Source: an optimization exercise on an open RTL-to-GDS flow (aim: small area, a short achievable clock period and few clock cycles per item). Production flows keep margins and buffers that such runs may drop.
Where RTL was checked, it was by simulation tests only, not by an equivalence proof against the original.
Only the layout flow was run in runs 1 to 5 and 7; the RTL was not checked for function there.

<file path="design/flow/flow/run.sh">
#!/bin/bash
# The standard layout, with plain buffers (not delay buffers) on the ports.
set -euo pipefail
bash standard.sh "BUFFER_PORTS_ARGS=-buffer_cell sky130_fd_sc_hd__buf_2" finish > standard_flow.log 2>&1
</file>
<file path="design/flow/standard.sh">
#!/bin/bash
# synth_recipe.tcl (not shown) runs the flow's synth.tcl, then flattens the netlist and writes it again
# the make line also repeats each setting of config.mk as NAME=value (left out here)
make -C /OpenROAD-flow-scripts/flow DESIGN_CONFIG=/design/flow/config.mk WORK_HOME=/design/flow/orfs CLKGATE_MAP_FILE= SYNTH_SCRIPT=/design/flow/synth_recipe.tcl "${@:-finish}"
</file>
<file path="design/flow/config.mk">
export PLATFORM = sky130hd
export DESIGN_NAME = acc_top
export DESIGN_NICKNAME = acc_top
export VERILOG_FILES = /design/flow/design.v
export SDC_FILE = /design/flow/constraint.sdc
export NUM_CORES = 4
export LEC_CHECK = 0
export CAP_MARGIN = 20
export CORE_MARGIN = 2
export CORE_UTILIZATION = 65
export CTS_CLUSTER_DIAMETER = 80
export CTS_CLUSTER_SIZE = 30
export PLACE_DENSITY = 0.75
export SLEW_MARGIN = 20
</file>
<file path="design/flow/constraint.sdc">
create_clock -name core_clock -period 12.5 [get_ports {clk}]
set_input_delay 2.5000 -clock core_clock [delete_from_list [all_inputs] [get_ports {clk}]]
set_output_delay 2.5000 -clock core_clock [all_outputs]
set_load 0.01 [all_outputs]
</file>
<file path="design/flow/design.v">
package acc_pkg;
  typedef union packed {
    logic [4*8-1:0]    word;
    logic [3:0][8-1:0] pix;   
  } pixel_word_t;
  typedef logic [1:0] slot_t;
  typedef logic [$clog2((16 / 4))-1:0] word_idx_t;
  typedef logic [2:0][5:0][8-1:0] window_t;
endpackage
`timescale 1ns/1ps
module acc_control (
  input  logic        clk,
  input  logic        reset,
  input  logic        start,
  output logic [15:0] addr,
  output logic        en,
  output logic        we,
  output logic        finish,
  output logic        sel_lo,
  output logic        dup,
  output logic        first
);
  logic       busy;
  logic       en_q, we_q, fin_q;
  logic [4:0] addr_q;
  logic [6:0] cnt;        
  logic [6:0] nxt;
  logic       first_q;
  assign addr   = {10'd0, we_q, addr_q};
  assign en     = en_q;
  assign we     = we_q;
  assign finish = fin_q;
  assign nxt    = cnt + 7'd1;
  assign sel_lo  = cnt[0];                       
  assign dup     = (cnt >= 7'd1) && (cnt <= 7'd8);
  assign first = first_q;
  always_ff @(posedge clk or posedge reset) begin
    if (reset) begin
      busy  <= 1'b0;
      en_q  <= 1'b0;
      fin_q <= 1'b0;
    end else begin
      if (!busy) begin
        if (fin_q) begin
          if (!start) fin_q <= 1'b0;
        end else if (start) begin
          busy <= 1'b1;
          en_q <= 1'b1;    
        end
      end else if (cnt == 7'd77) begin
        busy  <= 1'b0;
        en_q  <= 1'b0;
        fin_q <= 1'b1;
      end else if (!nxt[0]) begin
        en_q <= (nxt <= 7'd70);    
      end else begin
        en_q <= (nxt >= 7'd15);    
      end
    end
  end
  always_ff @(posedge clk) begin
    first_q <= (nxt[2:0] == 3'd2);
    if (!busy) begin
      cnt    <= '0;
      we_q   <= 1'b0;
      addr_q <= '0;
    end else begin
      cnt    <= nxt;
      we_q   <= nxt[0];
      if (nxt[0])      addr_q <= 5'(cnt[6:1] - 6'd7);
      else if (nxt[6]) addr_q <= {3'b111, nxt[2:1]};   
      else             addr_q <= nxt[5:1];
    end
  end
endmodule
`timescale 1ns/1ps
module line_buffer (
  input  logic        clk,
  input  logic        sel_lo,
  input  logic        dup,
  input  logic [31:0] dataR,
  output logic [15:0] bot,
  output logic [15:0] mid,
  output logic [15:0] top
);
  logic [15:0] stage;
  logic [15:0] h [0:16];
  logic [15:0] din;
  always_comb begin
    if (sel_lo) din = dataR[15:0];
    else             din = stage;
  end
  always_ff @(posedge clk) begin
    stage <= dataR[31:16];
    h[0]  <= din;
    for (int i = 1; i < 17; i++) h[i] <= h[i-1];
    if (dup) h[8] <= din;
  end
  assign bot = h[0];
  assign mid = h[8];
  assign top = h[16];
endmodule
`timescale 1ns/1ps
module sobel_unit (
  input  logic        clk,
  input  logic        first,   
  input  logic [15:0] bot,
  input  logic [15:0] mid,
  input  logic [15:0] top,
  output logic [15:0] result
);
  logic [9:0] s_vs0, s_vs1;
  logic [8:0] s_vd0, s_vd1;
  logic [9:0] n_vs0, n_vs1;
  logic [8:0] n_vd0, n_vd1;
  logic       n_first;
  logic [9:0] c_vs;
  logic [8:0] c_vd;
  logic [9:0] b_vs0, b_vs1;
  logic [8:0] b_vd0, b_vd1;
  logic [9:0] a_vs;
  logic [8:0] a_vd;
  logic [4*11-1:0] g_d;         
  logic [4*10-1:0] a_d, a_q;     
  always_comb begin
    s_vs0 = {2'b00, top[7:0]}  + {1'b0, mid[7:0], 1'b0}  + {2'b00, bot[7:0]};
    s_vs1 = {2'b00, top[15:8]} + {1'b0, mid[15:8], 1'b0} + {2'b00, bot[15:8]};
    s_vd0 = {1'b0, top[7:0]}  - {1'b0, bot[7:0]};
    s_vd1 = {1'b0, top[15:8]} - {1'b0, bot[15:8]};
  end
  always_ff @(posedge clk) begin
    n_vs0   <= s_vs0;
    n_vs1   <= s_vs1;
    n_vd0   <= s_vd0;
    n_vd1   <= s_vd1;
    n_first <= first;
    c_vs    <= first ? n_vs1 : s_vs0;
    c_vd    <= first ? n_vd1 : s_vd0;
    b_vs0   <= n_vs0;
    b_vs1   <= n_vs1;
    b_vd0   <= n_vd0;
    b_vd1   <= n_vd1;
    a_vs    <= n_first ? n_vs0 : b_vs1;
    a_vd    <= n_first ? n_vd0 : b_vd1;
  end
  always_comb begin
    g_d[0  +: 11] = $signed({1'b0, b_vs1}) - $signed({1'b0, a_vs});
    g_d[11 +: 11] = 11'($signed(a_vd)) + 11'($signed(b_vd1)) + (11'($signed(b_vd0)) <<< 1);
    g_d[22 +: 11] = $signed({1'b0, c_vs}) - $signed({1'b0, b_vs0});
    g_d[33 +: 11] = 11'($signed(b_vd0)) + 11'($signed(c_vd)) + (11'($signed(b_vd1)) <<< 1);
  end
  always_comb begin
    for (int k = 0; k < 4; k++)
      a_d[10*k +: 10] = {g_d[11*k + 8 +: 3] != {3{g_d[11*k + 10]}}, g_d[11*k + 10],
                         g_d[11*k +: 8] ^ {8{g_d[11*k + 10]}}};
  end
  always_ff @(posedge clk) a_q <= a_d;
  always_comb begin
    logic [9:0] sum;
    for (int c = 0; c < 2; c++) begin
      sum = {2'b00, a_q[20*c +: 8]} + {2'b00, a_q[20*c + 10 +: 8]}
          + {9'd0, a_q[20*c + 8]} + {9'd0, a_q[20*c + 18]};
      result[8*c +: 8] = (a_q[20*c + 9] || a_q[20*c + 19] || sum[9:8] != 2'b00)
                       ? 8'hFF : sum[7:0];
    end
  end
endmodule
`timescale 1ns/1ps
module acc_top (
  input  logic        clk,
  input  logic        reset,
  input  logic        start,
  output logic [15:0] addr,
  output logic        en,
  output logic        we,
  input  logic [31:0] dataR,
  output logic [31:0] dataW,
  output logic        finish
);
  logic        sel_lo;      
  logic        dup;         
  logic        first;       
  logic [15:0] bot, mid, top;   
  logic [15:0] result;
  acc_control u_control (
    .clk     (clk),
    .reset   (reset),
    .start   (start),
    .addr    (addr),
    .en      (en),
    .we      (we),
    .finish  (finish),
    .sel_lo  (sel_lo),
    .dup     (dup),
    .first   (first)
  );
  line_buffer u_line_buffer (
    .clk     (clk),
    .sel_lo  (sel_lo),
    .dup     (dup),
    .dataR   (dataR),
    .bot     (bot),
    .mid     (mid),
    .top     (top)
  );
  sobel_unit u_sobel (
    .clk    (clk),
    .first  (first),
    .bot    (bot),
    .mid    (mid),
    .top    (top),
    .result (result)
  );
  always_ff @(posedge clk) dataW <= {result, dataW[31:16]};
endmodule
</file>
==> key figures, run 1 <==
Outcome
  – Status: finished clean

Layout
  – Final #Nets: 1,598
  – Area Growth Syn to Fin: 7.77%
  – Storage cell area: 9720 µm²
  – Commonest non-fill, non-tap cells in the layout: dfxtp_1 (482), ha_1 (100), inv_1 (83)
  – Fillers: 1,800
  – Commonest non-fill, non-tap cell in the layout: dfxtp_1
  – Multi-input logic area: 6350 µm²
  – Fin cells: 1,754
  – Share of layout cells above drive strength 1: 12.4%
  – N_diodes: 0

Die
  – Row count: 58
  – Placeable core area: 25,000 µm²
  – Die ar.: 26,700 µm²
  – I/O pin count: 86
  – Chip width: 163 µm
  – Initial Utilization: 65.9%
  – Die Y: 163 µm

Critical path
  – Worst setup SP type: flop
  – Crit. End Element: primary output
  – CP arrival: 1.63 ns
  – Crit path kind: reg -> out
  – CP max-delay cell: dfxtp_1
  – Crit-path cells: buf_2
  – Worst Path Max Fanout: 16
  – Worst path required time: 10.00 ns
  – CP bufs+invs: 1
  – Crit-path leading delay family: flip-flops
  – CP max stage delay: 0.81 ns

Route
  – WL met3: 701 µm
  – First-pass DRT Iterations: 4
  – Avg WL per Cell: 14.7 µm
  – Routed via count: 9,012
  – Final WL: 25,700 µm
  – Met1 WL: 12,300 µm
  – Metal2 WL: 12,200 µm
  – Uppermost layer routed: met4
  – # DRC: 0
  – Initial DRC Count: 447
  – Vias per inst: 5.14
  – Final antenna-violating net count: 0

STA
  – Final setup viols: 0
  – Final worst setup slack: 8.37 ns
  – Fin. Hold Viols: 0
  – Final Cycle Share: 33.0%
  – Sum of negative setup slack: 0 ns
  – Final min period: 4.13 ns
  – Worst Skew: 0.0131 ns
  – Worst-margin pin slew: 1.03 ns
  – Fin. max-slew vios: 0
  – Unrepaired setup endpoints after global routing: false
  – Max-slew headroom: 31.2%
  – Max Fclk: 0.242 GHz

Logic synthesis
  – Synth unique cells: 73
  – Mapped Cells: 1,341
  – EDFF count, synth: 0
  – Ys async rst share: 0.619%
  – Post-Synth XOR/XNOR Area: 5.56%
  – Ys Warns: 5
  – Seq/Total Area, Yosys: 58.9%
  – Synth Area in Compound Gates: 7.96%
  – Area of the mapped netlist: 16,500 µm²
  – Simple-Gate Fraction of Synth Area: 7.29%
  – Largest family of logic cells by synthesized area: adder cells
  – Post-Synth Adder-Cell Area: 12.9%
  – Multiplexer share of the synthesized area: 4.49%
  – Post-synth top flop: dfxtp_1
  – Syn avg cell area: 12.3 µm²
  – FF+latch count, synth: 485

Flow run
  – Maxcap violations: 0

Global route
  – GRT Total Usage: 19.8%
  – First-pass GRT wire length: 42,600 µm
  – Grt total ovfl: 0
  – Maximum number of pins on one net before global-route repair: 37
  – Number of global-route vias before repair: 8,685
  – Initial antenna violation count: 0

Placed design
  – RD Place Congestion: 0.801
  – DP Cell Count: 1,727
  – Pre-CTS WS: 8.93 ns
  – Port Buffers: 75
  – Post-DP HPWL: 19,300 µm

Clock tree
  – CTS sink count: 485
  – Clock slew at reported path FFs: 0.11 ns
  – Post-CTS setup buffers: 0
  – Clk root buf: clkbuf_16
  – # resized after CTS: 0
  – Bufs on Longest Clock Path: 3
  – CTS tree: yes
  – Hold buffers post-CTS: 0
  – Max H-tree Level: 1
  – CTS buffer count: 20
  – Worst-Skew Late Latency: 0.55 ns

Hold path
  – Worst min path class: reg -> reg
[metal layers]
layer	GRT usage [%]	vias to the layer above
met2	34.2	117
met5	0	-
met3	2.29	32
li1	-	4653
met4	4.30	0
met1	27.1	4210
[stage by stage]
step / instance area [µm²] / hold slack, ns / utilization [%]
2_1_floorplan: 16500 / 0.310 / -
3_3_place_gp: 17200 / 0.310 / 68.7
3_5_place_dp: 17200 / 0.312 / 68.7
4_1_cts: 17800 / 0.331 / 71.1
5_1_grt: 17800 / 0.339 / 71.1
6_report: 17800 / 0.329 / 71.1
[cell usage after synthesis, types with 12 or more instances]
cell	count	area, µm²
mux2_2	57	642
inv_1	83	312
fa_1	44	881
nand2_1	46	173
nor2_1	65	244
a21o_1	13	97.6
xor2_1	26	228
o21a_1	12	90.1
nand3_1	19	95.1
ha_1	100	1250
nor3_1	17	85.1
o211ai_1	18	135
and2_1	13	81.3
xnor2_1	68	596
nor2b_1	15	93.8
o21ai_0	35	175
a21oi_1	45	225
clkbuf_1	13	48.8
dfxtp_1	482	9650
[logic make-up (layout without fill, tap and decap cells)]
| group | after synthesis | count (layout) |
|---|---|---|
| other cells | 1 | 10 |
| flops | 485 | 485 |
| compound gates | 199 | 199 |
| fa+ha+maj | 144 | 144 |
| simple gates | 233 | 233 |
| xor+xnor | 98 | 98 |
| mux | 67 | 67 |
| buf+inv | 114 | 188 |
[worst paths after layout]
kind / start / to / slack, ns / depth (start not counted)
min in group asynchronous: reset / u_control.busy$_DFF_PP0_ / 1.78 / 2
min: u_line_buffer.h[1][8]$_DFF_P_ / u_line_buffer.h[2][8]$_DFF_P_ / 0.33 / 0
max: u_control.cnt[0]$_SDFF_PN0_ / we / 8.37 / 1
max in group asynchronous: reset / u_control.en_q$_DFFE_PP0P_ / 10.59 / 2
min reg2reg: u_line_buffer.h[1][8]$_DFF_P_ / u_line_buffer.h[2][8]$_DFF_P_ / 0.33 / 0
max reg2reg: u_control.cnt[0]$_SDFF_PN0_ / u_line_buffer.h[8][8]$_DFF_P_ / 9.44 / 7
[state kept, by name, indices dropped and copies added, names as in the netlist, 9 cells and up]
| name | cells |
|---|---|
| u_line_buffer.h | 272 |
| u_sobel.a_q | 40 |
| dataW | 32 |
| u_line_buffer.stage | 16 |
| u_sobel.b_vs0 | 10 |
| u_sobel.b_vs1 | 10 |
| u_sobel.c_vs | 10 |
| u_sobel.n_vs0 | 10 |
| u_sobel.n_vs1 | 10 |
| u_sobel.a_vd | 9 |
| u_sobel.a_vs | 9 |
[area by class of cell]
cell class,count,area share (%)
Sequential cell,485,54.7
Tap cell,330,2.32
Timing Repair Buffer,78,2.24
Clock inverter,5,0.485
Inverter,83,1.75
Multi-Input combinational cell,751,35.7
Clock buffer,22,2.86
==> run 2, diff against run 1 <==
--- a/design/flow/design.v
+++ b/design/flow/design.v
@@ -68,3 +68,3 @@
       cnt    <= nxt;
-      we_q   <= nxt[0];
+      we_q   <= nxt[0] && (nxt >= 7'd15);   
       if (nxt[0])      addr_q <= 5'(cnt[6:1] - 6'd7);
==> key figures, run 2 <==
Outcome
  – Status: finished clean

Layout
  – Commonest non-fill, non-tap cell in the layout: dfxtp_1
  – Share of layout cells above drive strength 1: 12.6%
  – Max FFs per register: 272
  – Area Growth Syn to Fin: 7.56%
  – Biggest regs: u_line_buffer.h x272, u_sobel.a_q x40, dataW x32
  – Commonest non-fill, non-tap cells in the layout: dfxtp_1 (483), ha_1 (100), buf_2 (75)
  – Final #Nets: 1,577
  – N_diodes: 0
  – Fin cells: 1,731
  – Most flop-heavy register: u_line_buffer.h

Route
  – Final antenna-violating net count: 0
  – Initial DRC Count: 348
  – Avg WL per Cell: 15.4 µm
  – Vias per inst: 5.19
  – Routed via count: 8,989
  – First-pass DRT Iterations: 5
  – Final WL: 26,600 µm
  – # DRC: 0

Global route
  – Met1 usage in global routing: 25.9%
  – Maximum number of pins on one net before global-route repair: 31
  – Initial antenna violation count: 0
  – Met3 global-route usage: 2.60%
  – GRT Total Usage: 20.8%
  – Number of global-route vias before repair: 9,120
  – Busiest grt layer: met2
  – Grt total ovfl: 0
  – First-pass GRT wire length: 43,700 µm
  – Met2 usage: 38.2%

Clock tree
  – # resized after CTS: 0
  – Clock slew at reported path FFs: 0.11 ns
  – CTS sink count: 486
  – Bufs on Longest Clock Path: 3
  – CTS buffer count: 20
  – Post-CTS setup buffers: 0
  – Worst-Skew Late Latency: 0.55 ns
  – CTS tree: yes
  – Clk root buf: clkbuf_16
  – Max H-tree Level: 1
  – Hold buffers post-CTS: 0

STA
  – Final setup viols: 0
  – Final Cycle Share: 28.8%
  – Final min period: 3.61 ns
  – Max Fclk: 0.277 GHz
  – Unrepaired setup endpoints after global routing: false
  – Max-slew headroom: 29.8%
  – Hold_ws: 0.330 ns
  – Worst-margin pin slew: 1.05 ns
  – Worst Skew: 0.0322 ns
  – Fin. Hold Viols: 0
  – Sum of negative setup slack: 0 ns
  – Fin. max-slew vios: 0

Critical path
  – Crit-path cells: buf_2
  – Worst Path Max Fanout: 3
  – Crit. End Element: primary output
  – Worst path required time: 10.00 ns
  – CP max-delay cell: dfrtp_1
  – Crit-path leading delay family: flip-flops
  – Crit path kind: reg -> out
  – CP max stage delay: 0.41 ns
  – CP arrival: 1.11 ns
  – CP bufs+invs: 1
  – Worst setup SP type: flop

Die
  – I/O pin count: 86
  – Placeable core area: 25,000 µm²
  – Chip width: 163 µm
  – Die Y: 163 µm
  – Die ar.: 26,500 µm²
  – Row count: 58
  – Initial Utilization: 65.5%

Logic synthesis
  – Seq/Total Area, Yosys: 59.6%
  – Synth unique cells: 62
  – Count leader, synth: dfxtp_1
  – Synth top cells by count: dfxtp_1 (483), ha_1 (100), inv_1 (73), xnor2_1 (66), mux2_2 (60)
  – Post-synth top flop: dfxtp_1
  – Ys async rst share: 0.617%
  – Area of the mapped netlist: 16,400 µm²
  – Mapped Cells: 1,320
  – Largest area contributor in the netlist: dfxtp_1
  – FF+latch count, synth: 486
  – Synth area leaders: dfxtp_1 (59%), ha_1 (7.6%), fa_1 (5.4%), mux2_2 (4.1%), xnor2_1 (3.5%)
  – Ys Warns: 5
  – Syn avg cell area: 12.4 µm²
  – Yosys top cell area share: 59.1%
  – EDFF count, synth: 0

Placed design
  – Post-DP HPWL: 20,100 µm
  – Port Buffers: 75
  – RD Place Congestion: 0.865
  – DP Cell Count: 1,706

Flow run
  – Maxcap violations: 0

Hold path
  – Worst min path class: reg -> reg
==> run 2: cell count changes in the layout (fill, tap and decap cells not counted), moves of 8 or more <==
cell / delta
inv_1: -10
nand2b_1: +8
nor2_1: -9
o211ai_1: -18
xor2_1: +10
o21ai_0: +12
a21o_1: +13
==> run 2: cell families after synthesis <==
group | after synthesis | synth area share [%]
flops | 486 | 59.6
compound gates | 193 | 7.60
buf+inv | 104 | 2.73
xor+xnor | 102 | 5.46
simple gates | 223 | 7.00
mux | 67 | 4.58
other cells | 1 | 0.0229
fa+ha+maj | 144 | 13.0
==> run 2: worst paths after layout <==
path                                                 from                             end  slack, ns  cells past startpoint
setup / recovery              u_control.fin_q$_DFFE_PP0P_                          finish       8.89                      1
hold / removal             u_line_buffer.h[13][4]$_DFF_P_  u_line_buffer.h[14][4]$_DFF_P_       0.33                      0
setup reg to reg                 u_sobel.b_vs0[0]$_DFF_P_         u_sobel.a_q[24]$_DFF_P_       9.28                     10
hold reg to reg            u_line_buffer.h[13][4]$_DFF_P_  u_line_buffer.h[14][4]$_DFF_P_       0.33                      0
max in group asynchronous                           reset        u_control.busy$_DFF_PP0_      10.59                      2
min in group asynchronous                           reset      u_control.en_q$_DFFE_PP0P_       1.78                      2
==> run 2: cell type report <==
cell class / count / area [µm²]
Timing Repair Buffer: 77 / 390
Clock buffer: 20 / 500
Multi-Input combinational cell: 739 / 6210
Inverter: 74 / 278
Clock inverter: 5 / 63.8
Tap cell: 330 / 413
Sequential cell: 486 / 9740
Fill cell: 1793 / 7370
==> run 2: per-stage QoR <==
stage,setup WS [ns],area (µm²),util (%)
5_1_grt,8.84,17600,70.5
4_1_cts,8.87,17600,70.5
3_5_place_dp,9.23,17000,68.2
6_report,8.89,17600,70.5
3_3_place_gp,9.27,17000,68.2
2_1_floorplan,9.38,16400,-
==> run 2: layer usage <==
layer  routed length, µm  vias to the layer above
li1                    -                     4528
met1               11800                     4271
met4                 641                        0
met5                   0                        -
met3                 826                       40
met2               13400                      150
==> run 3, diff against run 2 <==
--- a/design/flow/design.v
+++ b/design/flow/design.v
@@ -116,4 +116,2 @@
   logic       n_first;
-  logic [9:0] c_vs;
-  logic [8:0] c_vd;
   logic [9:0] b_vs0, b_vs1;
@@ -136,4 +134,2 @@
     n_first <= first;
-    c_vs    <= first ? n_vs1 : s_vs0;
-    c_vd    <= first ? n_vd1 : s_vd0;
     b_vs0   <= n_vs0;
@@ -145,2 +141,6 @@
   end
+  logic [9:0] c_vs;
+  logic [8:0] c_vd;
+  assign c_vs = n_first ? b_vs1 : n_vs0;
+  assign c_vd = n_first ? b_vd1 : n_vd0;
   always_comb begin
==> key figures, run 3 <==
Outcome
  – Status: finished clean

STA
  – Unrepaired setup endpoints after global routing: false
  – Final min period: 3.89 ns
  – Fin. Hold Viols: 0
  – Sum of negative setup slack: 0 ns
  – Fin. max-slew vios: 0
  – Worst Skew: 0.0168 ns
  – Max-slew headroom: 31.5%
  – Final Cycle Share: 31.1%
  – Final setup viols: 0
  – Worst-margin pin slew: 1.02 ns
  – Max Fclk: 0.257 GHz

Clock tree
  – Hold buffers post-CTS: 0
  – Post-CTS setup buffers: 0
  – Worst-Skew Late Latency: 0.53 ns
  – Bufs on Longest Clock Path: 3
  – Max H-tree Level: 1
  – # resized after CTS: 0
  – Clk root buf: clkbuf_16
  – Clock slew at reported path FFs: 0.10 ns
  – CTS sink count: 468
  – CTS tree: yes
  – CTS buffer count: 19

Global route
  – Grt total ovfl: 0
  – Maximum number of pins on one net before global-route repair: 39
  – Initial antenna violation count: 0
  – GRT Total Usage: 20.0%
  – Number of global-route vias before repair: 8,877
  – First-pass GRT wire length: 42,800 µm

Route
  – # DRC: 0
  – Initial DRC Count: 343
  – Final WL: 25,500 µm
  – Routed via count: 9,059
  – Avg WL per Cell: 14.7 µm
  – First-pass DRT Iterations: 4
  – Vias per inst: 5.22
  – Final antenna-violating net count: 0

Logic synthesis
  – Synth unique cells: 71
  – Largest area contributor in the netlist: dfxtp_1
  – Ys Warns: 5
  – EDFF count, synth: 0
  – Syn avg cell area: 12.2 µm²
  – Ys async rst share: 0.641%
  – FF+latch count, synth: 468
  – Mapped Cells: 1,331
  – Yosys top cell area share: 57.3%
  – Synth area leaders: dfxtp_1 (57%), ha_1 (7.7%), fa_1 (5.4%), mux2_2 (4.6%), xnor2_1 (3.6%)
  – Synth top cells by count: dfxtp_1 (465), ha_1 (100), inv_1 (86), xnor2_1 (67), mux2_2 (66)
  – Post-synth top flop: dfxtp_1
  – Count leader, synth: dfxtp_1
  – Area of the mapped netlist: 16,200 µm²
  – Seq/Total Area, Yosys: 57.8%

Layout
  – Final #Nets: 1,586
  – Commonest non-fill, non-tap cells in the layout: dfxtp_1 (465), ha_1 (100), inv_1 (86)
  – Commonest non-fill, non-tap cell in the layout: dfxtp_1
  – Storage cell area: 9380 µm²
  – Multi-input logic area: 6410 µm²
  – Fillers: 1,746
  – Most flop-heavy register: u_line_buffer.h
  – Share of layout cells above drive strength 1: 12.8%
  – Area Growth Syn to Fin: 7.43%
  – N_diodes: 0
  – Biggest regs: u_line_buffer.h x272, u_sobel.a_q x40, dataW x32
  – Final Util: 71.4%
  – Max FFs per register: 272

Critical path
  – CP arrival: 4.31 ns
  – R2R depth: 10
  – Worst setup SP type: flop
  – Worst Path Max Fanout: 38
  – Crit-path cells: buf_4, mux2_2, fa_1, ha_1, or4_1, o21ai_0, a211oi_1, a211oi_2, and2_1, mux2i_1
  – Crit path kind: reg -> reg
  – Crit. End Element: flop
  – CP startpoint: u_sobel.n_first$_DFF_P_
  – WP depth: 10
  – Crit-path leading delay family: compound AO/OA/AOI/OAI gates
  – CP max-delay cell: a211oi_2
  – Critical R2R Launch: u_sobel.n_first$_DFF_P_
  – CP bufs+invs: 1
  – CP max stage delay: 0.76 ns
  – Worst path required time: 12.92 ns

Die
  – Initial Utilization: 66.4%
  – Placeable core area: 24,500 µm²
  – I/O pin count: 86
  – Die Y: 162 µm
  – Die ar.: 26,300 µm²
  – Chip width: 162 µm
  – Row count: 57

Flow run
  – Maxcap violations: 0

Hold path
  – Hold Crit Start: u_line_buffer.h[15][11]$_DFF_P_
  – WHS Path Cells: 0
  – Worst min path class: reg -> reg

Placed design
  – RD Place Congestion: 0.816
  – Port Buffers: 75
  – Post-DP HPWL: 18,600 µm
-- run 3: kinds of logic after synthesis --
kind of cell / Yosys count / synth area share [%]
mux: 68 / 4.70
fa+ha+maj: 144 / 13.1
buf+inv: 118 / 3.03
flops: 468 / 57.8
xor+xnor: 99 / 5.34
simple gates: 228 / 7.38
compound gates: 205 / 8.66
other cells: 1 / 0.0231
-- run 3: final timing paths --
kind | end | slack [ns]
min in group asynchronous | u_control.en_q$_DFFE_PP0P_ | 1.81
worst min register to register | u_line_buffer.h[16][11]$_DFF_P_ | 0.33
worst min-delay path | u_line_buffer.h[16][11]$_DFF_P_ | 0.33
worst max register to register | u_sobel.a_q[39]$_DFF_P_ | 8.61
max in group asynchronous | u_control.fin_q$_DFFE_PP0P_ | 10.56
worst max-delay path | u_sobel.a_q[39]$_DFF_P_ | 8.61
-- run 3: worst register-to-register path: cells and delay by family (launching register included) --
kind	cells	cell delay, ns
buf+inv	1	0.41
compound gates	3	0.97
mux	2	0.49
simple gates	2	0.77
flops	1	0.32
fa+ha+maj	2	0.84
-- run 3: final cells by class --
cell class | count | area share, %
clock buffers | 22 | 2.97
clock inverters | 2 | 0.0932
inverters | 86 | 1.85
multi-input cells | 754 | 36.7
flip-flops and latches | 468 | 53.8
well taps | 324 | 2.32
repair buffers | 78 | 2.28
-- run 3: stage by stage --
stage | area (µm²) | hold slack [ns] | std cells | setup WS, ns
after floorplan | 16300 | 0.310 | 1340 | 9.00
after global routing | 17500 | 0.336 | 1734 | 8.34
final | 17500 | 0.331 | 1734 | 8.61
after detailed placement | 16900 | 0.312 | 1710 | 8.67
after global placement | 16900 | 0.309 | 1710 | 8.74
after CTS | 17500 | 0.333 | 1734 | 8.62
-- run 3: layer usage --
| metal | track usage, % | wire, µm |
|---|---|---|
| met5 | 0 | 0 |
| met4 | 4.51 | 463 |
| met3 | 2.25 | 696 |
| met2 | 34.3 | 12000 |
| met1 | 27.4 | 12300 |
==> run 4, diff against run 3 <==
--- a/design/flow/design.v
+++ b/design/flow/design.v
@@ -68,3 +68,3 @@
       cnt    <= nxt;
-      we_q   <= nxt[0] && (nxt >= 7'd15);   
+      we_q   <= nxt[0];
       if (nxt[0])      addr_q <= 5'(cnt[6:1] - 6'd7);
@@ -116,2 +116,4 @@
   logic       n_first;
+  logic [9:0] c_vs;
+  logic [8:0] c_vd;
   logic [9:0] b_vs0, b_vs1;
@@ -134,2 +136,4 @@
     n_first <= first;
+    c_vs    <= first ? n_vs1 : s_vs0;
+    c_vd    <= first ? n_vd1 : s_vd0;
     b_vs0   <= n_vs0;
@@ -141,6 +145,2 @@
   end
-  logic [9:0] c_vs;
-  logic [8:0] c_vd;
-  assign c_vs = n_first ? b_vs1 : n_vs0;
-  assign c_vd = n_first ? b_vd1 : n_vd0;
   always_comb begin
==> design/flow/flow/run.sh (replaced) <==
#!/bin/bash
# The standard layout, with plain buffers (not delay buffers) on the ports
# and timing repair aimed 9.2 ns below the clock period.
set -euo pipefail
bash standard.sh "BUFFER_PORTS_ARGS=-buffer_cell sky130_fd_sc_hd__buf_2" SETUP_SLACK_MARGIN=9.2 finish > standard_flow.log 2>&1
==> key figures, run 4 <==
Logic synthesis
  – Largest area contributor in the netlist: dfxtp_1
  – Ys async rst share: 0.619%
  – EDFF count, synth: 0
  – Synth top cells by count: dfxtp_1 (482), ha_1 (100), inv_1 (83), xnor2_1 (68), nor2_1 (65)
  – Largest family of logic cells by synthesized area: adder cells
  – FF+latch count, synth: 485
  – Area of the mapped netlist: 16,500 µm²
  – Yosys top cell area share: 58.4%
  – Count leader, synth: dfxtp_1
  – Seq/Total Area, Yosys: 58.9%
  – Ys Warns: 5
  – Simple-Gate Fraction of Synth Area: 7.29%
  – Synth unique cells: 73
  – Synth area leaders: dfxtp_1 (58%), ha_1 (7.6%), fa_1 (5.3%), mux2_2 (3.9%), xnor2_1 (3.6%)
  – Multiplexer share of the synthesized area: 4.49%
  – Post-synth top flop: dfxtp_1
  – Synth Area in Compound Gates: 7.96%
  – Post-Synth XOR/XNOR Area: 5.56%
  – Syn avg cell area: 12.3 µm²
  – Mapped Cells: 1,341
  – Post-Synth Adder-Cell Area: 12.9%

Layout
  – Most flop-heavy register: u_line_buffer.h
  – Commonest non-fill, non-tap cell in the layout: dfxtp_1
  – Biggest regs: u_line_buffer.h x272, u_sobel.a_q x40, dataW x32
  – Fin cells: 1,758
  – N_diodes: 0
  – Post-Layout Inst Area: 18,000 µm²
  – Final #Nets: 1,602
  – Fillers: 1,772
  – Area Growth Syn to Fin: 9.19%
  – Max FFs per register: 272
  – Share of layout cells above drive strength 1: 14.4%
  – Commonest non-fill, non-tap cells in the layout: dfxtp_1 (456), ha_1 (100), inv_1 (83)

Critical path
  – Crit path kind: reg -> out
  – CP max-delay cell: dfrtp_1
  – Worst setup SP type: flop
  – CP arrival: 1.09 ns
  – Crit. End Element: primary output
  – CP max stage delay: 0.40 ns
  – Worst Path Max Fanout: 2
  – Crit-path cells: buf_2
  – Worst path required time: 10.00 ns
  – CP bufs+invs: 1
  – Crit-path leading delay family: flip-flops

Die
  – Die Y: 163 µm
  – Chip width: 163 µm
  – Die ar.: 26,700 µm²
  – I/O pin count: 86
  – Row count: 58
  – Initial Utilization: 65.9%
  – Placeable core area: 25,000 µm²

Global route
  – First-pass GRT wire length: 43,000 µm
  – Number of global-route vias before repair: 8,789
  – Grt total ovfl: 0
  – GRT Total Usage: 20.0%
  – Initial antenna violation count: 0
  – Maximum number of pins on one net before global-route repair: 37

Hold path
  – Worst min path class: reg -> reg

Clock tree
  – CTS tree: yes
  – Max H-tree Level: 1
  – Clock slew at reported path FFs: 0.11 ns
  – Worst-Skew Late Latency: 0.55 ns
  – CTS buffer count: 20
  – Clk root buf: clkbuf_16
  – Bufs on Longest Clock Path: 3
  – CTS sink count: 485
  – Hold buffers post-CTS: 0

Route
  – Initial DRC Count: 432
  – Final WL: 26,000 µm
  – # DRC: 0
  – Routed via count: 9,067
  – Vias per inst: 5.16
  – First-pass DRT Iterations: 5
  – Avg WL per Cell: 14.8 µm
  – Final antenna-violating net count: 0

STA
  – Max Fclk: 0.278 GHz
  – Final setup viols: 0
  – Final Cycle Share: 28.7%
  – Fin. Hold Viols: 0
  – Worst-margin pin slew: 1.04 ns
  – Max-slew headroom: 30.9%
  – Final worst setup slack: 8.91 ns
  – Fin. max-slew vios: 0
  – Sum of negative setup slack: 0 ns
  – Unrepaired setup endpoints after global routing: true
  – Worst Skew: 0.0130 ns
  – Final min period: 3.59 ns

Placed design
  – RD Place Congestion: 0.801
  – Pre-CTS WS: 8.93 ns
  – DP Cell Count: 1,727
  – Post-DP HPWL: 19,300 µm
  – Placed inst area: 17,200 µm²
  – Port Buffers: 75

Outcome
  – Status: finished clean

Flow run
  – Maxcap violations: 0
==> run 4: cell count changes in the layout (fill, tap and decap cells not counted), moves of 14 or more <==
cell,change
buf_2,-27
buf_6,+27
dfxtp_2,+25
o21ai_0,-20
nand2_1,+18
a21oi_1,+14
==> run 4: path summary, 6_finish.rpt <==
| check | start | slack (ns) | to | cells past startpoint |
|---|---|---|---|---|
| max | u_control.en_q$_DFFE_PP0P_ | 8.91 | en | 1 |
| min | u_line_buffer.h[1][8]$_DFF_P_ | 0.33 | u_line_buffer.h[2][8]$_DFF_P_ | 0 |
| max reg2reg | u_sobel.b_vd1[1]$_DFF_P_ | 9.47 | u_sobel.a_q[39]$_DFF_P_ | 8 |
| min reg2reg | u_line_buffer.h[1][8]$_DFF_P_ | 0.33 | u_line_buffer.h[2][8]$_DFF_P_ | 0 |
| max in group asynchronous | reset | 10.59 | u_control.en_q$_DFFE_PP0P_ | 2 |
| min in group asynchronous | reset | 1.78 | u_control.busy$_DFF_PP0_ | 2 |
==> run 4: layer usage <==
metal / part of all wire, % / GRT usage (%) / vias to the layer above / wire [µm]
met2: 48 / 34.8 / 130 / 12500
met1: 47 / 27.2 / 4247 / 12300
met5: 0 / 0 / - / 0
li1: - / - / 4658 / -
met4: 2.0 / 4.30 / 0 / 508
met3: 2.8 / 2.29 / 32 / 740
==> run 4: timing repair <==
item                                    CTS  global route
buffers inserted                          4             0
gates resized for setup                  39            15
pin swaps                                 0             0
endpoints found under the setup margin   41            41
==> run 4: final cells by class <==
type                    count  area, µm²  area share, %
clock buffers              22        508           2.82
clock inverters             5       86.3          0.479
inverters                  83        312           1.73
multi-input cells         751       6350           35.2
flip-flops and latches    485       9760           54.1
well taps                 330        413           2.29
repair buffers             82        597           3.31
==> run 4: through the flow <==
stage / util [%] / hold slack, ns
after global routing: 72.0 / 0.339
after floorplan: - / 0.310
after CTS: 71.8 / 0.331
after global placement: 68.7 / 0.310
final: 72.0 / 0.329
after detailed placement: 68.7 / 0.312
==> run 4: cells by family (layout without fill, tap and decap cells) <==
group / after synthesis / in the layout
buffers and inverters: 114 / 192
other: 1 / 10
XOR/XNOR: 98 / 98
AND/OR/NAND/NOR: 233 / 233
AO/OA/AOI/OAI: 199 / 199
adder cells (fa/ha/maj): 144 / 144
flip-flops: 485 / 485
multiplexers: 67 / 67
==> run 5, diff against run 4 <==
--- a/design/flow/design.v
+++ b/design/flow/design.v
@@ -68,3 +68,3 @@
       cnt    <= nxt;
-      we_q   <= nxt[0];
+      we_q   <= nxt[0] && (nxt >= 7'd15);   
       if (nxt[0])      addr_q <= 5'(cnt[6:1] - 6'd7);
@@ -109,3 +109,3 @@
   input  logic [15:0] top,
-  output logic [15:0] result
+  output logic [15:0] result   
 );
@@ -116,10 +116,5 @@
   logic       n_first;
-  logic [9:0] c_vs;
-  logic [8:0] c_vd;
   logic [9:0] b_vs0, b_vs1;
   logic [8:0] b_vd0, b_vd1;
-  logic [9:0] a_vs;
-  logic [8:0] a_vd;
-  logic [4*11-1:0] g_d;         
-  logic [4*10-1:0] a_d, a_q;     
+  logic [4*11-1:0] g_d, g_q;   
   always_comb begin
@@ -136,4 +131,2 @@
     n_first <= first;
-    c_vs    <= first ? n_vs1 : s_vs0;
-    c_vd    <= first ? n_vd1 : s_vd0;
     b_vs0   <= n_vs0;
@@ -142,24 +135,32 @@
     b_vd1   <= n_vd1;
-    a_vs    <= n_first ? n_vs0 : b_vs1;
-    a_vd    <= n_first ? n_vd0 : b_vd1;
-  end
-  always_comb begin
-    g_d[0  +: 11] = $signed({1'b0, b_vs1}) - $signed({1'b0, a_vs});
-    g_d[11 +: 11] = 11'($signed(a_vd)) + 11'($signed(b_vd1)) + (11'($signed(b_vd0)) <<< 1);
-    g_d[22 +: 11] = $signed({1'b0, c_vs}) - $signed({1'b0, b_vs0});
-    g_d[33 +: 11] = 11'($signed(b_vd0)) + 11'($signed(c_vd)) + (11'($signed(b_vd1)) <<< 1);
-  end
-  always_comb begin
-    for (int k = 0; k < 4; k++)
-      a_d[10*k +: 10] = {g_d[11*k + 8 +: 3] != {3{g_d[11*k + 10]}}, g_d[11*k + 10],
-                         g_d[11*k +: 8] ^ {8{g_d[11*k + 10]}}};
-  end
-  always_ff @(posedge clk) a_q <= a_d;
-  always_comb begin
-    logic [9:0] sum;
+  end
+  logic [9:0] r_vs, l_vs;   
+  logic [8:0] r_vd, l_vd;
+  assign r_vs = n_first ? b_vs1 : n_vs0;
+  assign r_vd = n_first ? b_vd1 : n_vd0;
+  assign l_vs = n_first ? n_vs0 : b_vs1;
+  assign l_vd = n_first ? n_vd0 : b_vd1;
+  always_comb begin
+    g_d[0  +: 11] = $signed({1'b0, r_vs}) - $signed({1'b0, b_vs0});
+    g_d[11 +: 11] = 11'($signed(b_vd0)) + 11'($signed(r_vd)) + (11'($signed(b_vd1)) <<< 1);
+    g_d[22 +: 11] = $signed({1'b0, n_vs1}) - $signed({1'b0, l_vs});
+    g_d[33 +: 11] = 11'($signed(l_vd)) + 11'($signed(n_vd1)) + (11'($signed(n_vd0)) <<< 1);
+  end
+  always_ff @(posedge clk) g_q <= g_d;
+  always_comb begin
+    logic [10:0] gx, gy;
+    logic        sx, sy, hx, hy;
+    logic [7:0]  lx, ly;
+    logic [9:0]  sum;
     for (int c = 0; c < 2; c++) begin
-      sum = {2'b00, a_q[20*c +: 8]} + {2'b00, a_q[20*c + 10 +: 8]}
-          + {9'd0, a_q[20*c + 8]} + {9'd0, a_q[20*c + 18]};
-      result[8*c +: 8] = (a_q[20*c + 9] || a_q[20*c + 19] || sum[9:8] != 2'b00)
-                       ? 8'hFF : sum[7:0];
+      gx = g_q[22*c +: 11];
+      gy = g_q[22*c + 11 +: 11];
+      sx = gx[10];
+      sy = gy[10];
+      hx = (gx[10:8] != {3{sx}});
+      hy = (gy[10:8] != {3{sy}});
+      lx = gx[7:0] ^ {8{sx}};
+      ly = gy[7:0] ^ {8{sy}};
+      sum = {2'b00, lx} + {2'b00, ly} + {9'd0, sx} + {9'd0, sy};
+      result[8*c +: 8] = (hx || hy || sum[9:8] != 2'b00) ? 8'hFF : sum[7:0];
     end
@@ -213,3 +214,7 @@
   );
-  always_ff @(posedge clk) dataW <= {result, dataW[31:16]};
-endmodule
+  logic [7:0] r_hi;
+  always_ff @(posedge clk) begin
+    r_hi  <= result[15:8];
+    dataW <= {result[7:0], r_hi, dataW[31:24], dataW[23:16]};
+  end
+endmodule
==> design/flow/flow/run.sh (replaced) <==
#!/bin/bash
# The standard layout, with plain buffers (not delay buffers) on the ports.
set -euo pipefail
bash standard.sh "BUFFER_PORTS_ARGS=-buffer_cell sky130_fd_sc_hd__buf_2" finish > standard_flow.log 2>&1
==> key figures, run 5 <==
Outcome
  – Status: finished clean

Placed design
  – RD Place Congestion: 0.824
  – Port Buffers: 75
  – Post-DP HPWL: 17,700 µm
  – DP Cell Count: 1,637
  – Placed inst area: 16,400 µm²

Logic synthesis
  – Ys async rst share: 0.652%
  – Mapped Cells: 1,262
  – Ys Warns: 5
  – Synth unique cells: 71
  – Area of the mapped netlist: 15,700 µm²
  – Synth area leaders: dfxtp_1 (58%), ha_1 (8.0%), fa_1 (5.6%), mux2_2 (4.0%), xor2_1 (3.3%)
  – Count leader, synth: dfxtp_1
  – Largest area contributor in the netlist: dfxtp_1
  – Yosys top cell area share: 58.1%
  – Synth top cells by count: dfxtp_1 (457), ha_1 (100), inv_1 (83), xor2_1 (59), mux2_2 (56)
  – FF+latch count, synth: 460
  – Seq/Total Area, Yosys: 58.6%
  – EDFF count, synth: 0
  – Syn avg cell area: 12.5 µm²
  – Post-synth top flop: dfxtp_1

Layout
  – Biggest regs: u_line_buffer.h x272, u_sobel.g_q x42, dataW x32
  – Area Growth Syn to Fin: 7.71%
  – Commonest non-fill, non-tap cell in the layout: dfxtp_1
  – Most flop-heavy register: u_line_buffer.h
  – Fin cells: 1,661
  – Final Util: 71.8%
  – N_diodes: 0
  – Post-Layout Inst Area: 17,000 µm²
  – Commonest non-fill, non-tap cells in the layout: dfxtp_1 (457), ha_1 (100), inv_1 (83)
  – Max FFs per register: 272
  – Final #Nets: 1,518
  – Share of layout cells above drive strength 1: 13.0%

Flow run
  – Maxcap violations: 0

STA
  – Worst Skew: 0.0209 ns
  – Final min period: 3.57 ns
  – Sum of negative setup slack: 0 ns
  – Final Cycle Share: 28.5%
  – Max-slew headroom: 36.7%
  – Unrepaired setup endpoints after global routing: false
  – Fin. max-slew vios: 0
  – Max Fclk: 0.280 GHz
  – Fin. Hold Viols: 0
  – Final setup viols: 0
  – Hold_ws: 0.327 ns
  – Worst-margin pin slew: 0.949 ns

Global route
  – Maximum number of pins on one net before global-route repair: 38
  – Initial antenna violation count: 0
  – Number of global-route vias before repair: 8,397
  – GRT Total Usage: 19.1%
  – Grt total ovfl: 0
  – First-pass GRT wire length: 40,100 µm

Route
  – Vias per inst: 5.08
  – Final WL: 23,700 µm
  – Avg WL per Cell: 14.3 µm
  – First-pass DRT Iterations: 4
  – # DRC: 0
  – Initial DRC Count: 347
  – Routed via count: 8,436
  – Final antenna-violating net count: 0

Critical path
  – Worst Path Max Fanout: 3
  – Reg-to-reg endpoint: u_sobel.g_q[21]$_DFF_P_
  – WP depth: 1
  – CP max-delay cell: dfrtp_1
  – CP arrival: 1.07 ns
  – Crit path kind: reg -> out
  – Worst path required time: 10.00 ns
  – CP bufs+invs: 1
  – CP startpoint: u_control.fin_q$_DFFE_PP0P_
  – Worst setup path end: finish
  – CP max stage delay: 0.40 ns
  – Critical R2R Launch: u_sobel.n_first$_DFF_P_
  – Worst reg-to-reg setup slack: 9.02 ns
  – R2R depth: 10
  – Worst setup SP type: flop
  – Crit-path leading delay family: flip-flops
  – Crit. End Element: primary output
  – Crit-path cells: buf_2

Die
  – Chip width: 160 µm
  – Die ar.: 25,500 µm²
  – Placeable core area: 23,600 µm²
  – Initial Utilization: 66.6%
  – I/O pin count: 86
  – Row count: 56
  – Die Y: 160 µm

Clock tree
  – Worst-Skew Late Latency: 0.53 ns
  – # resized after CTS: 0
  – CTS tree: yes
  – Clock slew at reported path FFs: 0.10 ns
  – CTS sink count: 460
  – Hold buffers post-CTS: 0
  – Clk root buf: clkbuf_16
  – Post-CTS setup buffers: 0
  – CTS buffer count: 19
  – Max H-tree Level: 1
  – Bufs on Longest Clock Path: 3

Hold path
  – Worst min path class: reg -> reg
-- run 5: cell types whose count changed in the layout (fill, tap and decap cells not counted), sizes merged, moves of 7 or more --
cell	before	now
xnor2	70	43
nor2	65	46
nand2	46	35
mux2i	10	17
dfxtp	482	457
nor3	17	24
nor2b	15	24
a21oi	47	28
o211ai	18	4
xor2	27	60
-- run 5: how the worst min path moves through the flow --
| stage | start | to | slack (ns) | depth (start not counted) |
|---|---|---|---|---|
| after floorplan | r_hi[0]$_SDFF_PP1_ | dataW[16]$_DFF_P_ | 0.31 | 0 |
| after global placement | u_line_buffer.h[1][0]$_DFF_P_ | u_line_buffer.h[2][0]$_DFF_P_ | 0.31 | 0 |
| after detailed placement | r_hi[1]$_SDFF_PP1_ | dataW[17]$_DFF_P_ | 0.31 | 0 |
| after CTS | u_line_buffer.h[4][10]$_DFF_P_ | u_line_buffer.h[5][10]$_DFF_P_ | 0.33 | 0 |
| after global routing | u_line_buffer.h[12][14]$_DFF_P_ | u_line_buffer.h[13][14]$_DFF_P_ | 0.34 | 0 |
| final | u_line_buffer.h[11][0]$_DFF_P_ | u_line_buffer.h[12][0]$_DFF_P_ | 0.33 | 0 |
-- run 5: per-layer routing --
metal  up-vias  global-route usage (%)  routed length (µm)
met5         -                       0                   0
li1       4354                       -                   -
met2       123                    32.0               10800
met4         0                    4.01                 447
met1      3924                    26.7               11600
met3        35                    2.66                 820
-- run 5: layout make-up --
class | count | area, µm²
clock inverter | 3 | 76.3
tap | 319 | 399
timing repair buffer | 77 | 390
multi-input combinational | 698 | 6070
inverter | 83 | 312
clock buffer | 21 | 483
fill | 1699 | 6660
sequential | 460 | 9220
-- run 5: stage by stage --
stage / worst slack, ns
2_1_floorplan: 8.93
3_3_place_gp: 9.07
3_5_place_dp: 9.07
4_1_cts: 8.91
5_1_grt: 8.79
6_report: 8.93
-- run 5: logic make-up after synthesis --
| kind of cell | count (synthesis) | synth area share [%] |
|---|---|---|
| AO/OA/AOI/OAI | 160 | 6.97 |
| XOR/XNOR | 103 | 5.78 |
| adder cells (fa/ha/maj) | 144 | 13.5 |
| buffers and inverters | 113 | 3.05 |
| flip-flops | 460 | 58.6 |
| multiplexers | 73 | 5.09 |
| other | 1 | 0.0238 |
| AND/OR/NAND/NOR | 208 | 6.92 |
==> run 6, diff against run 5 <==
--- a/design/flow/design.v
+++ b/design/flow/design.v
@@ -115,3 +115,4 @@
   logic [8:0] n_vd0, n_vd1;
-  logic       n_first;
+  logic       n_first;    
+  logic       n_inner;    
   logic [9:0] b_vs0, b_vs1;
@@ -131,2 +132,3 @@
     n_first <= first;
+    n_inner <= !first;
     b_vs0   <= n_vs0;
@@ -140,4 +142,4 @@
   assign r_vd = n_first ? b_vd1 : n_vd0;
-  assign l_vs = n_first ? n_vs0 : b_vs1;
-  assign l_vd = n_first ? n_vd0 : b_vd1;
+  assign l_vs = n_inner ? b_vs1 : n_vs0;
+  assign l_vd = n_inner ? b_vd1 : n_vd0;
   always_comb begin
==> key figures, run 6 <==
Outcome
  – Status: finished clean

STA
  – Worst Skew: 0.0142 ns
  – Final Cycle Share: 28.6%
  – Max Fclk: 0.279 GHz
  – Max-slew headroom: 39.5%
  – Sum of negative setup slack: 0 ns
  – Final setup viols: 0
  – Final worst setup slack: 8.92 ns
  – Fin. max-slew vios: 0
  – Final min period: 3.58 ns
  – Unrepaired setup endpoints after global routing: false
  – Fin. Hold Viols: 0
  – Worst-margin pin slew: 0.907 ns

Clock tree
  – Max H-tree Level: 1
  – CTS buffer count: 19
  – CTS sink count: 461
  – Worst-Skew Late Latency: 0.54 ns
  – Bufs on Longest Clock Path: 3
  – Clock slew at reported path FFs: 0.11 ns
  – CTS tree: yes
  – Clk root buf: clkbuf_16
  – Post-CTS setup buffers: 0
  – # resized after CTS: 0
  – Hold buffers post-CTS: 0

Route
  – Vias per inst: 5.08
  – # DRC: 0
  – First-pass DRT Iterations: 4
  – Final antenna-violating net count: 0
  – Initial DRC Count: 360
  – Avg WL per Cell: 14.4 µm
  – Routed via count: 8,512
  – Final WL: 24,100 µm

Critical path
  – Worst Path Max Fanout: 3
  – Crit-path cells: buf_2
  – CP startpoint: u_control.fin_q$_DFFE_PP0P_
  – R2R depth: 11
  – Crit. End Element: primary output
  – CP bufs+invs: 1
  – CP arrival: 1.08 ns
  – Worst path required time: 10.00 ns
  – Crit path kind: reg -> out
  – CP max-delay cell: dfrtp_1
  – Critical R2R Launch: u_sobel.n_inner$_DFF_P_
  – Worst setup path end: finish
  – Reg-to-reg endpoint: u_sobel.g_q[40]$_DFF_P_
  – Worst setup SP type: flop
  – Worst reg-to-reg setup slack: 9.01 ns
  – Crit-path leading delay family: flip-flops
  – WP depth: 1
  – CP max stage delay: 0.40 ns

Placed design
  – DP Cell Count: 1,650
  – RD Place Congestion: 0.803
  – Post-DP HPWL: 17,900 µm
  – Port Buffers: 75
  – Pre-CTS WS: 9.04 ns

Global route
  – Maximum number of pins on one net before global-route repair: 32
  – Number of global-route vias before repair: 8,199
  – Grt total ovfl: 0
  – First-pass GRT wire length: 40,300 µm
  – GRT Total Usage: 19.2%
  – Initial antenna violation count: 0

Logic synthesis
  – Synth area leaders: dfxtp_1 (58%), ha_1 (7.9%), fa_1 (5.6%), mux2_2 (4.3%), xor2_1 (2.9%)
  – Count leader, synth: dfxtp_1
  – EDFF count, synth: 0
  – Post-synth top flop: dfxtp_1
  – Mapped Cells: 1,272
  – Area of the mapped netlist: 15,800 µm²
  – Yosys top cell area share: 58.0%
  – Synth unique cells: 65
  – FF+latch count, synth: 461
  – Largest area contributor in the netlist: dfxtp_1
  – Seq/Total Area, Yosys: 58.5%
  – Synth top cells by count: dfxtp_1 (458), ha_1 (100), inv_1 (82), mux2_2 (60), xor2_1 (53)
  – Ys Warns: 5
  – Ys async rst share: 0.651%
  – Syn avg cell area: 12.4 µm²

Layout
  – Most flop-heavy register: u_line_buffer.h
  – Max FFs per register: 272
  – N_diodes: 0
  – Area Growth Syn to Fin: 7.32%
  – Final Util: 70.4%
  – Commonest non-fill, non-tap cells in the layout: dfxtp_1 (458), ha_1 (100), inv_1 (82)
  – Biggest regs: u_line_buffer.h x272, u_sobel.g_q x42, dataW x32
  – Commonest non-fill, non-tap cell in the layout: dfxtp_1
  – Fin cells: 1,674
  – Share of layout cells above drive strength 1: 12.7%
  – Final #Nets: 1,526

Die
  – Chip width: 160 µm
  – I/O pin count: 86
  – Row count: 57
  – Die Y: 160 µm
  – Initial Utilization: 65.6%
  – Placeable core area: 24,100 µm²
  – Die ar.: 25,600 µm²

Hold path
  – Worst min path class: reg -> reg

Flow run
  – Maxcap violations: 0
[run 6: worst min path at each step]
stage	end	cells past startpoint	from
2_1_floorplan	dataW[16]$_DFF_P_	0	r_hi[0]$_SDFF_PP1_
4_1_cts	u_line_buffer.h[10][4]$_DFF_P_	0	u_line_buffer.h[9][4]$_DFF_P_
6_report	u_line_buffer.h[12][13]$_DFF_P_	0	u_line_buffer.h[11][13]$_DFF_P_
5_1_grt	u_line_buffer.h[12][13]$_DFF_P_	0	u_line_buffer.h[11][13]$_DFF_P_
3_5_place_dp	u_line_buffer.h[10][0]$_DFF_P_	0	u_line_buffer.h[9][0]$_DFF_P_
3_3_place_gp	u_line_buffer.h[10][7]$_DFF_P_	0	u_line_buffer.h[9][7]$_DFF_P_
[run 6: per-stage QoR]
| stage | cell area [µm²] | hold slack, ns |
|---|---|---|
| CTS | 17000 | 0.326 |
| detailed placement | 16500 | 0.312 |
| finish | 17000 | 0.330 |
| global placement | 16500 | 0.309 |
| global route | 17000 | 0.332 |
| floorplan | 15800 | 0.310 |
[run 6: metal layers]
| layer | vias to the layer above | routed length, µm | GRT usage, % | part of all wire, % |
|---|---|---|---|---|
| met5 | - | 0 | 0 | 0 |
| met1 | 3981 | 11900 | 27.7 | 49 |
| met4 | 0 | 512 | 4.34 | 2.1 |
| met3 | 29 | 739 | 2.39 | 3.1 |
| li1 | 4385 | - | - | - |
| met2 | 117 | 10900 | 31.5 | 45 |
[run 6: area by class of cell]
class,count,area [µm²]
clock buffers,21,483
clock inverters,3,33.8
fillers,1751,7140
inverters,82,308
multi-input cells,707,6110
flip-flops and latches,461,9240
well taps,324,405
repair buffers,76,383
[run 6: kinds of logic after synthesis]
family                     after synthesis  share of synthesized area (%)
DFF                                    461                           58.5
other                                    1                         0.0237
adders and majority gates              144                           13.5
muxes                                   78                           5.41
AOI/OAI and AO/OA                      160                           6.87
and+or+nand+nor                        214                           7.00
xor gates and xnor gates               101                           5.64
buffers and inverters                  113                           3.09
Testbench counts of run 6, summed over its fixed seeds: cycles 10,480, images 128.
==> run 7, diff against run 6 <==
--- a/design/flow/design.v
+++ b/design/flow/design.v
@@ -19,2 +19,3 @@
   output logic        sel_lo,
+  output logic        sel_rep,
   output logic        dup,
@@ -34,2 +35,3 @@
   assign sel_lo  = cnt[0];                       
+  assign sel_rep = (cnt >= 7'd65);               
   assign dup     = (cnt >= 7'd1) && (cnt <= 7'd8);
@@ -38,6 +40,11 @@
     if (reset) begin
-      busy  <= 1'b0;
-      en_q  <= 1'b0;
-      fin_q <= 1'b0;
+      busy   <= 1'b0;
+      en_q   <= 1'b0;
+      we_q   <= 1'b0;
+      fin_q  <= 1'b0;
+      addr_q <= '0;
+      cnt    <= '0;
+      first_q <= 1'b0;
     end else begin
+      first_q <= (nxt[2:0] == 3'd2);
       if (!busy) begin
@@ -46,13 +53,24 @@
         end else if (start) begin
-          busy <= 1'b1;
-          en_q <= 1'b1;    
+          busy   <= 1'b1;
+          en_q   <= 1'b1;
+          we_q   <= 1'b0;
+          addr_q <= '0;
+          cnt    <= '0;
         end
-      end else if (cnt == 7'd77) begin
-        busy  <= 1'b0;
-        en_q  <= 1'b0;
-        fin_q <= 1'b1;
-      end else if (!nxt[0]) begin
-        en_q <= (nxt <= 7'd70);    
       end else begin
-        en_q <= (nxt >= 7'd15);    
+        cnt <= nxt;
+        if (cnt == 7'd77) begin
+          busy  <= 1'b0;
+          en_q  <= 1'b0;
+          we_q  <= 1'b0;
+          fin_q <= 1'b1;
+        end else if (!nxt[0]) begin
+          en_q   <= (nxt <= 7'd62);
+          we_q   <= 1'b0;
+          addr_q <= nxt[5:1];
+        end else begin
+          en_q   <= (nxt >= 7'd15);
+          we_q   <= 1'b1;
+          addr_q <= 5'(cnt[6:1] - 6'd7);
+        end
       end
@@ -60,16 +78,2 @@
   end
-  always_ff @(posedge clk) begin
-    first_q <= (nxt[2:0] == 3'd2);
-    if (!busy) begin
-      cnt    <= '0;
-      we_q   <= 1'b0;
-      addr_q <= '0;
-    end else begin
-      cnt    <= nxt;
-      we_q   <= nxt[0] && (nxt >= 7'd15);   
-      if (nxt[0])      addr_q <= 5'(cnt[6:1] - 6'd7);
-      else if (nxt[6]) addr_q <= {3'b111, nxt[2:1]};   
-      else             addr_q <= nxt[5:1];
-    end
-  end
 endmodule
@@ -79,2 +83,3 @@
   input  logic        sel_lo,
+  input  logic        sel_rep,
   input  logic        dup,
@@ -89,3 +94,4 @@
   always_comb begin
-    if (sel_lo) din = dataR[15:0];
+    if (sel_rep)     din = h[7];
+    else if (sel_lo) din = dataR[15:0];
     else             din = stage;
@@ -183,2 +189,3 @@
   logic        sel_lo;      
+  logic        sel_rep;     
   logic        dup;         
@@ -196,2 +203,3 @@
     .sel_lo  (sel_lo),
+    .sel_rep (sel_rep),
     .dup     (dup),
@@ -202,2 +210,3 @@
     .sel_lo  (sel_lo),
+    .sel_rep (sel_rep),
     .dup     (dup),
==> key figures, run 7 <==
Clock tree
  – Max H-tree Level: 1
  – CTS buffer count: 19
  – Bufs on Longest Clock Path: 3
  – # resized after CTS: 0
  – Hold buffers post-CTS: 0
  – CTS tree: yes
  – Worst-Skew Late Latency: 0.54 ns
  – Post-CTS setup buffers: 0
  – Clk root buf: clkbuf_16
  – CTS sink count: 461
  – Clock slew at reported path FFs: 0.11 ns

Die
  – Row count: 56
  – Placeable core area: 23,500 µm²
  – Chip width: 159 µm
  – Die ar.: 25,300 µm²
  – Initial Utilization: 66.5%
  – I/O pin count: 86
  – Die Y: 159 µm

Critical path
  – Worst setup path end: u_sobel.g_q[43]$_DFF_P_
  – Crit. End Element: flop
  – Critical R2R Launch: u_sobel.n_inner$_DFF_P_
  – CP startpoint: u_sobel.n_inner$_DFF_P_
  – Worst setup SP type: flop
  – Worst Path Max Fanout: 18
  – CP arrival: 4.22 ns
  – Reg-to-reg endpoint: u_sobel.g_q[43]$_DFF_P_
  – Crit path kind: reg -> reg
  – R2R depth: 10
  – Worst reg-to-reg setup slack: 8.75 ns
  – Worst path required time: 12.98 ns

STA
  – Final setup viols: 0
  – Worst-margin pin slew: 0.964 ns
  – Sum of negative setup slack: 0 ns
  – Max-slew headroom: 35.5%
  – Fin. Hold Viols: 0
  – Unrepaired setup endpoints after global routing: false
  – Final min period: 3.75 ns
  – Fin. max-slew vios: 0
  – Final Cycle Share: 30.0%
  – Hold_ws: 0.329 ns
  – Final worst setup slack: 8.75 ns
  – Max Fclk: 0.267 GHz
  – Worst Skew: 0.0216 ns

Route
  – Avg WL per Cell: 14.1 µm
  – # DRC: 0
  – Vias per inst: 5.06
  – Met1 WL: 11,200 µm
  – Routed via count: 8,452
  – Final WL: 23,500 µm
  – Final antenna-violating net count: 0
  – Initial DRC Count: 385
  – Metal2 WL: 11,000 µm
  – WL met3: 804 µm
  – First-pass DRT Iterations: 5
  – Uppermost layer routed: met4

Global route
  – Number of global-route vias before repair: 8,193
  – Grt total ovfl: 0
  – Maximum number of pins on one net before global-route repair: 33
  – Initial antenna violation count: 0
  – GRT Total Usage: 18.8%
  – First-pass GRT wire length: 39,300 µm

Layout
  – Area Growth Syn to Fin: 7.62%
  – Final Util: 71.6%
  – Max FFs per register: 272
  – Most flop-heavy register: u_line_buffer.h
  – Final #Nets: 1,525
  – Commonest non-fill, non-tap cell in the layout: dfxtp_1
  – Share of layout cells above drive strength 1: 11.1%
  – N_diodes: 0
  – Biggest regs: u_line_buffer.h x272, u_sobel.g_q x42, dataW x32
  – Commonest non-fill, non-tap cells in the layout: dfxtp_1 (444), ha_1 (100), inv_1 (84)

Hold path
  – Worst min path class: reg -> reg

Logic synthesis
  – Area of the mapped netlist: 15,700 µm²
  – EDFF count, synth: 0
  – Synth top cells by count: dfxtp_1 (444), ha_1 (100), inv_1 (84), a21oi_1 (71), xor2_1 (60)
  – Synth area leaders: dfxtp_1 (57%), ha_1 (8.0%), fa_1 (5.6%), xor2_1 (3.4%), mux2_2 (3.0%)
  – Largest area contributor in the netlist: dfxtp_1
  – Post-synth top flop: dfxtp_1
  – Syn avg cell area: 12.3 µm²
  – Count leader, synth: dfxtp_1
  – Mapped Cells: 1,270
  – Yosys top cell area share: 56.8%
  – Synth unique cells: 48
  – Ys async rst share: 3.69%
  – FF+latch count, synth: 461
  – Seq/Total Area, Yosys: 59.5%
  – Ys Warns: 5

Outcome
  – Status: finished clean

Placed design
  – Port Buffers: 75
  – Post-DP HPWL: 17,200 µm
  – RD Place Congestion: 0.797
  – Pre-CTS WS: 8.78 ns

Flow run
  – Maxcap violations: 0
run 7: worst min path at each step:
| stage | start | end | slack (ns) | cells after the start |
|---|---|---|---|---|
| 3_5_place_dp | u_line_buffer.h[9][5]$_DFF_P_ | u_line_buffer.h[10][5]$_DFF_P_ | 0.31 | 0 |
| 2_1_floorplan | r_hi[0]$_SDFF_PP1_ | dataW[16]$_DFF_P_ | 0.31 | 0 |
| 4_1_cts | u_line_buffer.h[10][8]$_DFF_P_ | u_line_buffer.h[11][8]$_DFF_P_ | 0.33 | 0 |
| 6_report | u_line_buffer.h[15][5]$_DFF_P_ | u_line_buffer.h[16][5]$_DFF_P_ | 0.33 | 0 |
| 5_1_grt | u_line_buffer.h[12][15]$_DFF_P_ | u_line_buffer.h[13][15]$_DFF_P_ | 0.34 | 0 |
| 3_3_place_gp | u_line_buffer.h[9][0]$_DFF_P_ | u_line_buffer.h[10][0]$_DFF_P_ | 0.31 | 0 |
run 7: through the flow:
step / std cells / cell area [µm²]
3_3_place_gp: 1644 / 16300
5_1_grt: 1671 / 16800
4_1_cts: 1671 / 16800
3_5_place_dp: 1644 / 16300
6_report: 1671 / 16800
2_1_floorplan: 1279 / 15700
run 7: worst max-delay path, cell delays in order (launching register included):
cell	delay, ns
dfxtp_1	0.92
mux2_2	0.42
fa_1	0.49
ha_1	0.31
a21o_1	0.17
a21oi_1	0.22
o21bai_1	0.12
a2111oi_0	0.55
o31ai_1	0.15
a21oi_1	0.20
xnor2_1	0.13
run 7: cells by family after synthesis:
logic type / synth area share, %
flops: 59.5
compound gates: 7.06
simple gates: 5.81
fa+ha+maj: 13.6
buf+inv: 3.05
xor+xnor: 5.81
mux: 5.13
other cells: 0.0240
run 7: metal layers:
layer	vias to the layer above	global-route usage, %
li1	4339	-
met1	3955	25.2
met2	128	32.3
met3	30	2.94
met4	0	4.79
met5	-	0
run 7: final cells by class:
| cell class | instances | area [µm²] |
|---|---|---|
| clock inverters | 3 | 32.5 |
| clock buffers | 24 | 494 |
| multi-input cells | 703 | 5900 |
| well taps | 319 | 399 |
| repair buffers | 77 | 390 |
| inverters | 84 | 315 |
| flip-flops and latches | 461 | 9310 |
| fillers | 1714 | 6700 |

## afterwards: timing with drivers on the ports
Ports are ideal in the flow. The routed layouts listed here were re-timed in OpenROAD. Step 1 assumes that a clkbuf_16 drives the clock port and a buf_2 every other input. Step 2 adds t to the input delays and takes it off the output delays; t is the mean of the earliest and latest rising clock arrival at the registers after step 1. Input paths then give back, and output paths get back, about the clock's delay inside the block. Slacks: ideal / step 1 / step 2; pairs: ideal / step 1.
run	t (ns)	setup WS [ns]	worst setup path at the end	pins driven straight from the clock port
run 1	0.594	8.374 / 8.325 / 8.919	register to output	1
run 2	0.587	8.894 / 8.844 / 9.257	input to register	1
run 3	0.573	8.608 / 8.608 / 8.608	register to register	1
run 4	0.595	8.909 / 8.860 / 9.254	input to register	1
run 5	0.567	8.932 / 8.884 / 9.024	register to register	1
run 6	0.575	8.922 / 8.874 / 9.011	register to register	1
run 7	0.579	8.752 / 8.752 / 8.752	register to register	1
After both steps setup and hold are still met in every run listed.
